Context: an optimization exercise on an open-source flow, tuned for small area, a short achievable clock period and few clock cycles per item. The choices shown serve that exercise and are no tape-out recipe.
In this exercise RTL edits were held to simulation tests only and were not proved equivalent to the original.
Power is estimated from default activity; no workload was simulated.

==> flow/design.v, too long to show whole: its modules and the start of the top module <==
// module fc_accum: 921 lines
// module fc_fa: 7 lines
// module fc_ha: 7 lines
module fc_accum #(
  parameter int DATAW = 20,
  parameter int ADDRW = 12,
  parameter int FRAC  = 16,
  parameter int NUM   = 2048,
  parameter int RELU  = 1
) (
  input  logic             i_clk,
  input  logic             i_reset,
  input  logic             i_start,
  input  logic [DATAW-1:0] i_bias,
  output logic             o_busy,
  output logic             o_done,
  output logic             o_crd,
  output logic [ADDRW-1:0] o_caddr_rd,
  input  logic [DATAW-1:0] i_cdata_rd,
  output logic [ADDRW-1:0] o_waddr,
  input  logic [DATAW-1:0] i_wdata,
  output logic             o_cwr,
  output logic [2:0]       o_csel,
  output logic [ADDRW-1:0] o_caddr_wr,
  output logic [DATAW-1:0] o_cdata_wr
);
  // ...
==> flow/flow/run.sh <==
#!/bin/bash
# The standard layout, with two changes:
#  - the port buffers are sky130_fd_sc_hd__buf_1 instead of the buffer that
#    buffer_ports picks by default (a delay cell, clkdlybuf4s50_1); the
#    resizer may upsize them as usual;
#  - repair_timing aims for 9 ns of setup slack.
# The clock period, the constraints and every other step are the standard ones.
set -euo pipefail
bash standard.sh "BUFFER_PORTS_ARGS=-buffer_cell sky130_fd_sc_hd__buf_1" SETUP_SLACK_MARGIN=9 finish > standard.log 2>&1
==> flow/standard.sh <==
#!/bin/bash
# synth_recipe.tcl (not shown) runs the flow's synth.tcl, then flattens the netlist and writes it again
# the make line also repeats each setting of config.mk as NAME=value (left out here)
make -C /OpenROAD-flow-scripts/flow DESIGN_CONFIG=/design/flow/config.mk WORK_HOME=/design/flow/orfs CLKGATE_MAP_FILE= SYNTH_SCRIPT=/design/flow/synth_recipe.tcl "${@:-finish}"
==> flow/config.mk <==
export PLATFORM = sky130hd
export DESIGN_NAME = fc_accum
export DESIGN_NICKNAME = fc_accum
export VERILOG_FILES = /design/flow/design.v
export SDC_FILE = /design/flow/constraint.sdc
export NUM_CORES = 4
export LEC_CHECK = 0
export CAP_MARGIN = 60
export CORE_MARGIN = 2
export CORE_UTILIZATION = 70
export CTS_CLUSTER_DIAMETER = 80
export CTS_CLUSTER_SIZE = 30
export PLACE_DENSITY = 0.85
export SLEW_MARGIN = 60
export SYNTH_HIERARCHICAL = 1
export SYNTH_MINIMUM_KEEP_SIZE = 0
==> flow/constraint.sdc <==
create_clock -name core_clock -period 12.5 [get_ports {i_clk}]
set_input_delay 2.5000 -clock core_clock [delete_from_list [all_inputs] [get_ports {i_clk}]]
set_output_delay 2.5000 -clock core_clock [all_outputs]
set_load 0.01 [all_outputs]
==> impl_metrics.env, run 1 <==
export IMPL_vias=12400
export IMPL_cts_tree="yes"
export IMPL_status="finished clean"
export IMPL_reg_top3="s1_q (73), acc_q (51), d_q (20)"
export IMPL_grt_usage=0.334
export IMPL_use_met3=0.0684
export IMPL_pg_clk_mw=0.459
export IMPL_pwr_share_clk=0.211
export IMPL_dpl_hpwl_um=27000
export IMPL_synth_most_common_cell="dfxtp_1"
export IMPL_min_to="r_res[4]"
export IMPL_layoutNonFillerInstCount=1908
export IMPL_cp_start_kind="register"
export IMPL_dr_pass1_iters=9
export IMPL_fin_skew_ns=0.0200
export IMPL_cp_startpoint="one_q[2]"
export IMPL_p_total_mw=2.17
export IMPL_grt_pass1_wl_um=64600
export IMPL_portBuffers=110
export IMPL_cp_cell_sequence="a22oi_1 > xnor2_1 > fa_1 > fa_1 > fa_2 > fa_1 > fa_2 > fa_1"
export IMPL_avgSynthCellArea_sq_um=10.5
export IMPL_yosysUniqueCellTypes=53
export IMPL_fmax_ghz=0.283
export IMPL_overflow=0
export IMPL_grt_met1_usage=0.442
export IMPL_synth_fa_ha_area_frac=0.327
export IMPL_cp_depth=8
export IMPL_worstHoldPathType="reg -> reg"
export IMPL_synth_area_mux_share=0.00544
export IMPL_synth_compound_area_frac=0.147
export IMPL_grt_util_met2=0.547
export IMPL_rsz0062_at_grt="true"
export IMPL_io_pins=126
export IMPL_finalSetupTns_ns=0
export IMPL_worst_r2r_cell_count=8
export IMPL_num_multi_input_gates=1166
export IMPL_fp_coreArea_sq_mm=0.0228
export IMPL_cp_slowest_stage_delay_ns=0.54
export IMPL_holdBufCountCts=0
export IMPL_initial_core_util=0.717
export IMPL_synth_cells=1549
export IMPL_drive_gt1_frac=0.132
export IMPL_relSlewSlack=0.659
Testbench counts, summed over its fixed seeds: cycles 263,062, items 128.
==> inputs of run 2 (changes only) <==
--- a/flow/design.v
+++ b/flow/design.v
@@ -17,17 +17,17 @@
   output logic [ADDRW-1:0] o_waddr,
   input  logic [DATAW-1:0] i_wdata,
   output logic             o_cwr,
   output logic [2:0]       o_csel,
   output logic [ADDRW-1:0] o_caddr_wr,
   output logic [DATAW-1:0] o_cdata_wr
 );
   localparam int AW = 51;
-  localparam int NB = 6;
+  localparam int NB = 12;
   logic              r_busy, r_done, r_crd, r_drain;
   logic [10:0]       r_cnt;
   logic              r_v1;       
   logic              v_q;        
   logic              v2_q;       
   logic              w_start;
   logic [19:0]       d_q;
   logic [9:0]        one_q, two_q, neg_q;
@@ -812,39 +812,180 @@
   assign s1_d[69] = fc170;    
   assign s1_d[70] = pp9_19;    
   assign s1_d[71] = fc171;    
   assign s1_d[72] = pp9_20;    
   always_ff @(posedge i_clk) s1_q <= s1_d;
   logic [AW-1:0] s_row, t_row;
   assign s_row = {fc239, fc238, fc237, fc236, fc235, fc234, fc233, fc232, fc231, fc230, fc229, fs229, fc227, fc225, fs225, fc221, fs221, fc217, fs217, fc213, fs213, fc209, fs209, fc205, fs205, fc201, fs201, fc197, fs197, fc193, fs192, fc190, fc189, fc188, fc187, fc186, fc185, fc184, fc183, fc182, fc181, fc180, fc179, fc178, fc177, s1_q[7], acc_q[4], acc_q[3], acc_q[2], acc_q[1], acc_q[0]};
   assign t_row = {fs240, fs239, fs238, fs237, fs236, fs235, fs234, fs233, fs232, fs231, fs230, fc228, fs228, fs227, fc223, fs223, fc219, fs219, fc215, fs215, fc211, fs211, fc207, fs207, fc203, fs203, fc199, fs199, fc195, fs195, fs193, fs191, fs190, fs189, fs188, fs187, fs186, fs185, fs184, fs183, fs182, fs181, fs180, fs179, fs178, fs177, s1_q[4], s1_q[3], s1_q[2], s1_q[1], s1_q[0]};
-  logic [8:0] blk0;
-  assign blk0 = {1'b0, s_row[7:0]} + {1'b0, t_row[7:0]} + 9'(1'b0);
-  assign acc_d[7:0] = blk0[7:0];
-  assign cy_d[1] = blk0[8];
-  logic [8:0] blk1;
-  assign blk1 = {1'b0, s_row[15:8]} + {1'b0, t_row[15:8]} + 9'(cy_q[1]);
-  assign acc_d[15:8] = blk1[7:0];
-  assign cy_d[2] = blk1[8];
-  logic [8:0] blk2;
-  assign blk2 = {1'b0, s_row[23:16]} + {1'b0, t_row[23:16]} + 9'(cy_q[2]);
-  assign acc_d[23:16] = blk2[7:0];
-  assign cy_d[3] = blk2[8];
-  logic [8:0] blk3;
-  assign blk3 = {1'b0, s_row[31:24]} + {1'b0, t_row[31:24]} + 9'(cy_q[3]);
-  assign acc_d[31:24] = blk3[7:0];
-  assign cy_d[4] = blk3[8];
-  logic [8:0] blk4;
-  assign blk4 = {1'b0, s_row[39:32]} + {1'b0, t_row[39:32]} + 9'(cy_q[4]);
-  assign acc_d[39:32] = blk4[7:0];
-  assign cy_d[5] = blk4[8];
-  logic [11:0] blk5;
-  assign blk5 = {1'b0, s_row[50:40]} + {1'b0, t_row[50:40]} + 12'(cy_q[5]);
-  assign acc_d[50:40] = blk5[10:0];
+  logic rs1, rc1;
+  fc_ha u_rha1 (.a(acc_q[0]), .b(s1_q[0]), .s(rs1), .co(rc1));
+  assign acc_d[0] = rs1;
+  logic rs2, rc2;
+  fc_fa u_rfa2 (.a(acc_q[1]), .b(s1_q[1]), .c(rc1), .s(rs2), .co(rc2));
+  assign acc_d[1] = rs2;
+  logic rs3, rc3;
+  fc_fa u_rfa3 (.a(acc_q[2]), .b(s1_q[2]), .c(rc2), .s(rs3), .co(rc3));
+  assign acc_d[2] = rs3;
+  logic rs4, rc4;
+  fc_fa u_rfa4 (.a(acc_q[3]), .b(s1_q[3]), .c(rc3), .s(rs4), .co(rc4));
+  assign acc_d[3] = rs4;
+  logic rs5, rc5;
+  fc_fa u_rfa5 (.a(acc_q[4]), .b(s1_q[4]), .c(rc4), .s(rs5), .co(rc5));
+  assign acc_d[4] = rs5;
+  logic rs6, rc6;
+  fc_fa u_rfa6 (.a(s1_q[7]), .b(fs177), .c(rc5), .s(rs6), .co(rc6));
+  assign acc_d[5] = rs6;
+  assign cy_d[1] = rc6;
+  logic rs7, rc7;
+  fc_fa u_rfa7 (.a(fc177), .b(fs178), .c(cy_q[1]), .s(rs7), .co(rc7));
+  assign acc_d[6] = rs7;
+  logic rs8, rc8;
+  fc_fa u_rfa8 (.a(fc178), .b(fs179), .c(rc7), .s(rs8), .co(rc8));
+  assign acc_d[7] = rs8;
+  logic rs9, rc9;
+  fc_fa u_rfa9 (.a(fc179), .b(fs180), .c(rc8), .s(rs9), .co(rc9));
+  assign acc_d[8] = rs9;
+  logic rs10, rc10;
+  fc_fa u_rfa10 (.a(fc180), .b(fs181), .c(rc9), .s(rs10), .co(rc10));
+  assign acc_d[9] = rs10;
+  logic rs11, rc11;
+  fc_fa u_rfa11 (.a(fc181), .b(fs182), .c(rc10), .s(rs11), .co(rc11));
+  assign acc_d[10] = rs11;
+  assign cy_d[2] = rc11;
+  logic rs12, rc12;
+  fc_fa u_rfa12 (.a(fc182), .b(fs183), .c(cy_q[2]), .s(rs12), .co(rc12));
+  assign acc_d[11] = rs12;
+  logic rs13, rc13;
+  fc_fa u_rfa13 (.a(fc183), .b(fs184), .c(rc12), .s(rs13), .co(rc13));
+  assign acc_d[12] = rs13;
+  logic rs14, rc14;
+  fc_fa u_rfa14 (.a(fc184), .b(fs185), .c(rc13), .s(rs14), .co(rc14));
+  assign acc_d[13] = rs14;
+  logic rs15, rc15;
+  fc_fa u_rfa15 (.a(fc185), .b(fs186), .c(rc14), .s(rs15), .co(rc15));
+  assign acc_d[14] = rs15;
+  logic rs16, rc16;
+  fc_fa u_rfa16 (.a(fc186), .b(fs187), .c(rc15), .s(rs16), .co(rc16));
+  assign acc_d[15] = rs16;
+  assign cy_d[3] = rc16;
+  logic rs17, rc17;
+  fc_fa u_rfa17 (.a(fc187), .b(fs188), .c(cy_q[3]), .s(rs17), .co(rc17));
+  assign acc_d[16] = rs17;
+  logic rs18, rc18;
+  fc_fa u_rfa18 (.a(fc188), .b(fs189), .c(rc17), .s(rs18), .co(rc18));
+  assign acc_d[17] = rs18;
+  logic rs19, rc19;
+  fc_fa u_rfa19 (.a(fc189), .b(fs190), .c(rc18), .s(rs19), .co(rc19));
+  assign acc_d[18] = rs19;
+  logic rs20, rc20;
+  fc_fa u_rfa20 (.a(fc190), .b(fs191), .c(rc19), .s(rs20), .co(rc20));
+  assign acc_d[19] = rs20;
+  logic rs21, rc21;
+  fc_fa u_rfa21 (.a(fs192), .b(fs193), .c(rc20), .s(rs21), .co(rc21));
+  assign acc_d[20] = rs21;
+  assign cy_d[4] = rc21;
+  logic rs22, rc22;
+  fc_fa u_rfa22 (.a(fc193), .b(fs195), .c(cy_q[4]), .s(rs22), .co(rc22));
+  assign acc_d[21] = rs22;
+  logic rs23, rc23;
+  fc_fa u_rfa23 (.a(fs197), .b(fc195), .c(rc22), .s(rs23), .co(rc23));
+  assign acc_d[22] = rs23;
+  logic rs24, rc24;
+  fc_fa u_rfa24 (.a(fc197), .b(fs199), .c(rc23), .s(rs24), .co(rc24));
+  assign acc_d[23] = rs24;
+  assign cy_d[5] = rc24;
+  logic rs25, rc25;
+  fc_fa u_rfa25 (.a(fs201), .b(fc199), .c(cy_q[5]), .s(rs25), .co(rc25));
+  assign acc_d[24] = rs25;
+  logic rs26, rc26;
+  fc_fa u_rfa26 (.a(fc201), .b(fs203), .c(rc25), .s(rs26), .co(rc26));
+  assign acc_d[25] = rs26;
+  logic rs27, rc27;
+  fc_fa u_rfa27 (.a(fs205), .b(fc203), .c(rc26), .s(rs27), .co(rc27));
+  assign acc_d[26] = rs27;
+  logic rs28, rc28;
+  fc_fa u_rfa28 (.a(fc205), .b(fs207), .c(rc27), .s(rs28), .co(rc28));
+  assign acc_d[27] = rs28;
+  assign cy_d[6] = rc28;
+  logic rs29, rc29;
+  fc_fa u_rfa29 (.a(fs209), .b(fc207), .c(cy_q[6]), .s(rs29), .co(rc29));
+  assign acc_d[28] = rs29;
+  logic rs30, rc30;
+  fc_fa u_rfa30 (.a(fc209), .b(fs211), .c(rc29), .s(rs30), .co(rc30));
+  assign acc_d[29] = rs30;
+  logic rs31, rc31;
+  fc_fa u_rfa31 (.a(fs213), .b(fc211), .c(rc30), .s(rs31), .co(rc31));
+  assign acc_d[30] = rs31;
+  logic rs32, rc32;
+  fc_fa u_rfa32 (.a(fc213), .b(fs215), .c(rc31), .s(rs32), .co(rc32));
+  assign acc_d[31] = rs32;
+  assign cy_d[7] = rc32;
+  logic rs33, rc33;
+  fc_fa u_rfa33 (.a(fs217), .b(fc215), .c(cy_q[7]), .s(rs33), .co(rc33));
+  assign acc_d[32] = rs33;
+  logic rs34, rc34;
+  fc_fa u_rfa34 (.a(fc217), .b(fs219), .c(rc33), .s(rs34), .co(rc34));
+  assign acc_d[33] = rs34;
+  logic rs35, rc35;
+  fc_fa u_rfa35 (.a(fs221), .b(fc219), .c(rc34), .s(rs35), .co(rc35));
+  assign acc_d[34] = rs35;
+  logic rs36, rc36;
+  fc_fa u_rfa36 (.a(fc221), .b(fs223), .c(rc35), .s(rs36), .co(rc36));
+  assign acc_d[35] = rs36;
+  assign cy_d[8] = rc36;
+  logic rs37, rc37;
+  fc_fa u_rfa37 (.a(fs225), .b(fc223), .c(cy_q[8]), .s(rs37), .co(rc37));
+  assign acc_d[36] = rs37;
+  logic rs38, rc38;
+  fc_fa u_rfa38 (.a(fc225), .b(fs227), .c(rc37), .s(rs38), .co(rc38));
+  assign acc_d[37] = rs38;
+  logic rs39, rc39;
+  fc_fa u_rfa39 (.a(fc227), .b(fs228), .c(rc38), .s(rs39), .co(rc39));
+  assign acc_d[38] = rs39;
+  logic rs40, rc40;
+  fc_fa u_rfa40 (.a(fs229), .b(fc228), .c(rc39), .s(rs40), .co(rc40));
+  assign acc_d[39] = rs40;
+  assign cy_d[9] = rc40;
+  logic rs41, rc41;
+  fc_fa u_rfa41 (.a(fc229), .b(fs230), .c(cy_q[9]), .s(rs41), .co(rc41));
+  assign acc_d[40] = rs41;
+  logic rs42, rc42;
+  fc_fa u_rfa42 (.a(fc230), .b(fs231), .c(rc41), .s(rs42), .co(rc42));
+  assign acc_d[41] = rs42;
+  logic rs43, rc43;
+  fc_fa u_rfa43 (.a(fc231), .b(fs232), .c(rc42), .s(rs43), .co(rc43));
+  assign acc_d[42] = rs43;
+  logic rs44, rc44;
+  fc_fa u_rfa44 (.a(fc232), .b(fs233), .c(rc43), .s(rs44), .co(rc44));
+  assign acc_d[43] = rs44;
+  logic rs45, rc45;
+  fc_fa u_rfa45 (.a(fc233), .b(fs234), .c(rc44), .s(rs45), .co(rc45));
+  assign acc_d[44] = rs45;
+  assign cy_d[10] = rc45;
+  logic rs46, rc46;
+  fc_fa u_rfa46 (.a(fc234), .b(fs235), .c(cy_q[10]), .s(rs46), .co(rc46));
+  assign acc_d[45] = rs46;
+  logic rs47, rc47;
+  fc_fa u_rfa47 (.a(fc235), .b(fs236), .c(rc46), .s(rs47), .co(rc47));
+  assign acc_d[46] = rs47;
+  logic rs48, rc48;
+  fc_fa u_rfa48 (.a(fc236), .b(fs237), .c(rc47), .s(rs48), .co(rc48));
+  assign acc_d[47] = rs48;
+  logic rs49, rc49;
+  fc_fa u_rfa49 (.a(fc237), .b(fs238), .c(rc48), .s(rs49), .co(rc49));
+  assign acc_d[48] = rs49;
+  logic rs50, rc50;
+  fc_fa u_rfa50 (.a(fc238), .b(fs239), .c(rc49), .s(rs50), .co(rc50));
+  assign acc_d[49] = rs50;
+  assign cy_d[11] = rc50;
+  logic rs51, rc51;
+  fc_fa u_rfa51 (.a(fc239), .b(fs240), .c(cy_q[11]), .s(rs51), .co(rc51));
+  assign acc_d[50] = rs51;
   assign cy_d[0] = 1'b0;
   logic r_idle;    
   always_ff @(posedge i_clk) begin
     if (r_idle) begin
       acc_q <= {{(AW-36){i_bias[19]}}, i_bias, 1'b1, 15'd0};
       cy_q  <= '0;
     end else begin
       acc_q <= acc_d;
==> run 2 against run 1 <==
Effect of this change:
- still clean
- register-to-register slack better by 0.04 ns
- power down 10%
- largest cell class unchanged
- cell count is 12% lower
- flip-flop and latch count increased by 6
- combinational power down 26%
==> impl_metrics.env, run 2 <==
export IMPL_switching_power_mw=0.649
export IMPL_finalSetupTns_ns=0
export IMPL_portBuffers=110
export IMPL_rsz0062_at_grt="true"
export IMPL_fmax_ghz=0.286
export IMPL_cts_buffer_depth=3
export IMPL_clock_latency_ns=0.49
export IMPL_dpl_hpwl_um=24900
export IMPL_antenna_found_initial=0
export IMPL_gp_congestion=0.953
export IMPL_drt_first_iter_violations=1410
export IMPL_avgSynthCellArea_sq_um=11.6
export IMPL_synth_edf_count=0
export IMPL_yosys_area_share_simple=0.0541
export IMPL_io_pins=126
export IMPL_syn_area_sq_mm=0.0157
export IMPL_powerDensity_mw_per_mm2=114
export IMPL_first_global_vias=11100
export IMPL_r2r_start="two_q[0]"
export IMPL_power_frac_seq=0.465
export IMPL_synth_most_common_cell="fa_1"
export IMPL_final_antenna_net_count=0
export IMPL_ys_warn_count=7
export IMPL_final_common_cell="fa_1"
export IMPL_synth_top_area_cell="fa_1"
export IMPL_antennaDiodeCount=0
export IMPL_cp_startpoint="r_done"
export IMPL_netlist_area_leader_share=0.306
export IMPL_worstHoldStart="r_drain"
export IMPL_final_nets=1759
export IMPL_crit_family="flip-flops"
export IMPL_path_class="reg -> out"
export IMPL_holdBufCountCts=0
export IMPL_setup_viol=0
export IMPL_fp_coreArea_sq_mm=0.0219
export IMPL_relSlewSlack=0.617
export IMPL_drc_errors=0
export IMPL_wire_per_inst_um=22.6
export IMPL_layout_common_cells="fa_1 (235), xnor2_1 (200), a22oi_1 (187)"
export IMPL_async_flop_share=0
export IMPL_synth_xor_area_frac=0.118
export IMPL_synth_seq_area_share=0.286
export IMPL_synth_cells=1358
export IMPL_synth_ff_type="dfxtp_1"
export IMPL_fin_skew_ns=0.0157
export IMPL_largest_register="s1_q"
export IMPL_cts_tree="yes"
export IMPL_synth_seq_cells=224
export IMPL_row_count=54
export IMPL_cp_cell_sequence="buf_6"
export IMPL_synth_compound_area_frac=0.117
export IMPL_yosysUniqueCellTypes=45
export IMPL_cp_start_kind="register"
export IMPL_reg_top3="s1_q (73), acc_q (51), d_q (20)"
export IMPL_path_buf_inv=1
export IMPL_tightest_slew_ns=0.571
export IMPL_dr_pass1_iters=7
export IMPL_cp_required_ns=10.00
export IMPL_grt_pass1_wl_um=58900
export IMPL_cts_buffers=12
export IMPL_wirelength_um=38000
export IMPL_post_route_min_period_ns=3.50
export IMPL_areaGrowthSynthToFinish_pct=8.84
export IMPL_synth_area_top_cells="fa_1 (31%), dfxtp_1 (29%), xnor2_1 (11%)"
export IMPL_cp_slowest_stage_delay_ns=0.40
export IMPL_final_fill_count=1325
export IMPL_vias=10700
export IMPL_htreeDepth=1
export IMPL_drive_gt1_frac=0.144
export IMPL_initial_core_util=0.717
export IMPL_fp_dieW_um=154
export IMPL_cp_arrival_ns=1.00
export IMPL_p_int_mw=1.31
export IMPL_synth_area_mux_share=0.0136
export IMPL_synth_top_family_by_area="adder cells"
export IMPL_cts_sinks=224
export IMPL_routed_via_density=6.39
export IMPL_drv_max_cap_violation_count=0
export IMPL_p_leak_nw=7.15
export IMPL_fin_crit_sh=0.280
export IMPL_finalHoldViolations=0
export IMPL_sw_frac_of_total=0.332
export IMPL_power_frac_comb=0.312
export IMPL_synth_fa_ha_area_frac=0.355
export IMPL_die_y_um=154
export IMPL_overflow=0
export IMPL_grt_usage=0.313
export IMPL_fin_util=0.780
export IMPL_pwr_share_clk=0.222
export IMPL_dieArea_sq_mm=0.0236
export IMPL_grt_max_degree=64
export IMPL_clk_pin_slew_worst_paths_ns=0.11
export IMPL_status="finished clean"
export IMPL_maxSlewViolCount=0
export IMPL_worstSetupEndpointType="output pin"
export IMPL_worstHoldPathType="reg -> reg"
export IMPL_largest_reg_flops=73
export IMPL_slowest_stage="dfxtp_4"
export IMPL_synth_commonest_cells="fa_1 (240), dfxtp_1 (224), xnor2_1 (200)"
export IMPL_vdd_drop_max_v=0.000107
export IMPL_path_max_fanout=4
export IMPL_cts_root_buffer="clkbuf_16"
-- run 2: cell count changes in the layout (fill, tap and decap cells not counted), sizes merged, moves of 11 or more --
cell,before,now
nor2b,14,29
xor2,24,12
o21ai,44,28
o31ai,12,1
nand2,50,25
mux2,7,19
o21a,16,2
nor3,16,2
fa,201,240
ha,105,61
nor2,108,14
inv,24,40
clkbuf,35,23
xnor2,212,200
-- run 2: routing by layer --
metal / vias up / track usage / routed length (um)
li1: 4569 / - / -
met1: 5264 / 0.434 / 14600
met2: 758 / 0.509 / 17700
met3: 141 / 0.0575 / 4200
met4: 0 / 0.0965 / 1540
met5: - / 0 / 0
-- run 2: per-module statistics from Yosys (local to each module, per instance) --
| module | cell area (sq um) | copies in the design | flops+latches |
|---|---|---|---|
| fc_accum | 10200 | 1 | 224 |
| fc_fa | 20.0 | 240 | 0 |
| fc_ha | 12.5 | 51 | 0 |
-- run 2: path summary, 6_finish.rpt --
kind | to | depth (start not counted) | slack, ns
worst max-delay path | o_csel[1] | 1 | 9.00
worst min-delay path | r_drain | 1 | 0.48
worst max register to register | s1_q[39] | 8 | 9.00
worst min register to register | r_drain | 1 | 0.48
-- run 2: what timing repair did --
item | CTS | global route
setup endpoints to repair | 39 | 40
resized for setup | 112 | 39
buffers inserted | 25 | 13
pin swaps | 2 | 2
cloned | 0 | 0
-- run 2: stage by stage --
stage | area, sq um | setup WS, ns | std cells | hold WS, ns | power (mW)
global route | 17100 | 8.95 | 1680 | 0.519 | 2.09
finish | 17100 | 9.00 | 1680 | 0.481 | 1.96
CTS | 16800 | 8.98 | 1667 | 0.484 | 1.95
global placement | 15900 | 7.99 | 1623 | 0.442 | 1.45
floorplan | 15800 | 9.01 | 1372 | 0.433 | 1.34
detailed placement | 16000 | 8.54 | 1623 | 0.460 | 1.52
-- run 2: power groups by stage --
stage	Sequential [mW]	Clock, mW	Combinational [mW]
after global routing	0.923	0.466	0.698
after CTS	0.909	0.445	0.601
after detailed placement	0.935	0	0.582
final	0.910	0.435	0.611
after floorplan	0.890	0	0.450
after global placement	0.929	0	0.524
-- run 2: cell type report --
type                    count  area (sq um)  share of cell area
clock buffers              15           333              0.0195
clock inverters             4          36.3             0.00212
inverters                  37           139             0.00813
multi-input cells         953         10400               0.610
flip-flops and latches    224          4660               0.273
well taps                 280           350              0.0205
repair buffers            167          1140              0.0666
-- run 2: logic make-up after synthesis --
group / count (synthesis)
compound gates: 265
xor+xnor: 212
fa+ha+maj: 301
buf+inv: 195
flops: 224
mux: 19
other cells: 1
simple gates: 141
Testbench counts of run 2, summed over its fixed seeds: cycles 263,285, items 128.

-- static timing again, ports no longer ideal --
Ports are ideal in the flow. The routed layouts listed here were re-timed in OpenROAD.
Step 1 (the two cells are an assumption about what drives the block):
set clk [get_ports {i_clk}]
set_driving_cell -lib_cell sky130_fd_sc_hd__clkbuf_16 $clk
set_driving_cell -lib_cell sky130_fd_sc_hd__buf_2 [delete_from_list [all_inputs] $clk]
Step 2 times the ports against the registers' clock, not the clock port: input delays grow and output delays shrink by t, the midpoint of the rising clock arrivals with the driver on.
Slacks: ideal ports / drivers / drivers and shift; pairs: ideal ports / drivers.
run	shift t [ns]	setup slack, ns	worst setup path at the end	worst slew at a driven data input, ns
run 1	0.536	8.960 / 8.954 / 8.720	input to register	0.04
run 2	0.532	9.000 / 8.951 / 8.726	input to register	0.04
After both steps setup and hold are still met in every run listed. The setup slack of run 2, which loses most, moves by -0.049 ns with the drivers and by -0.274 ns with both steps.
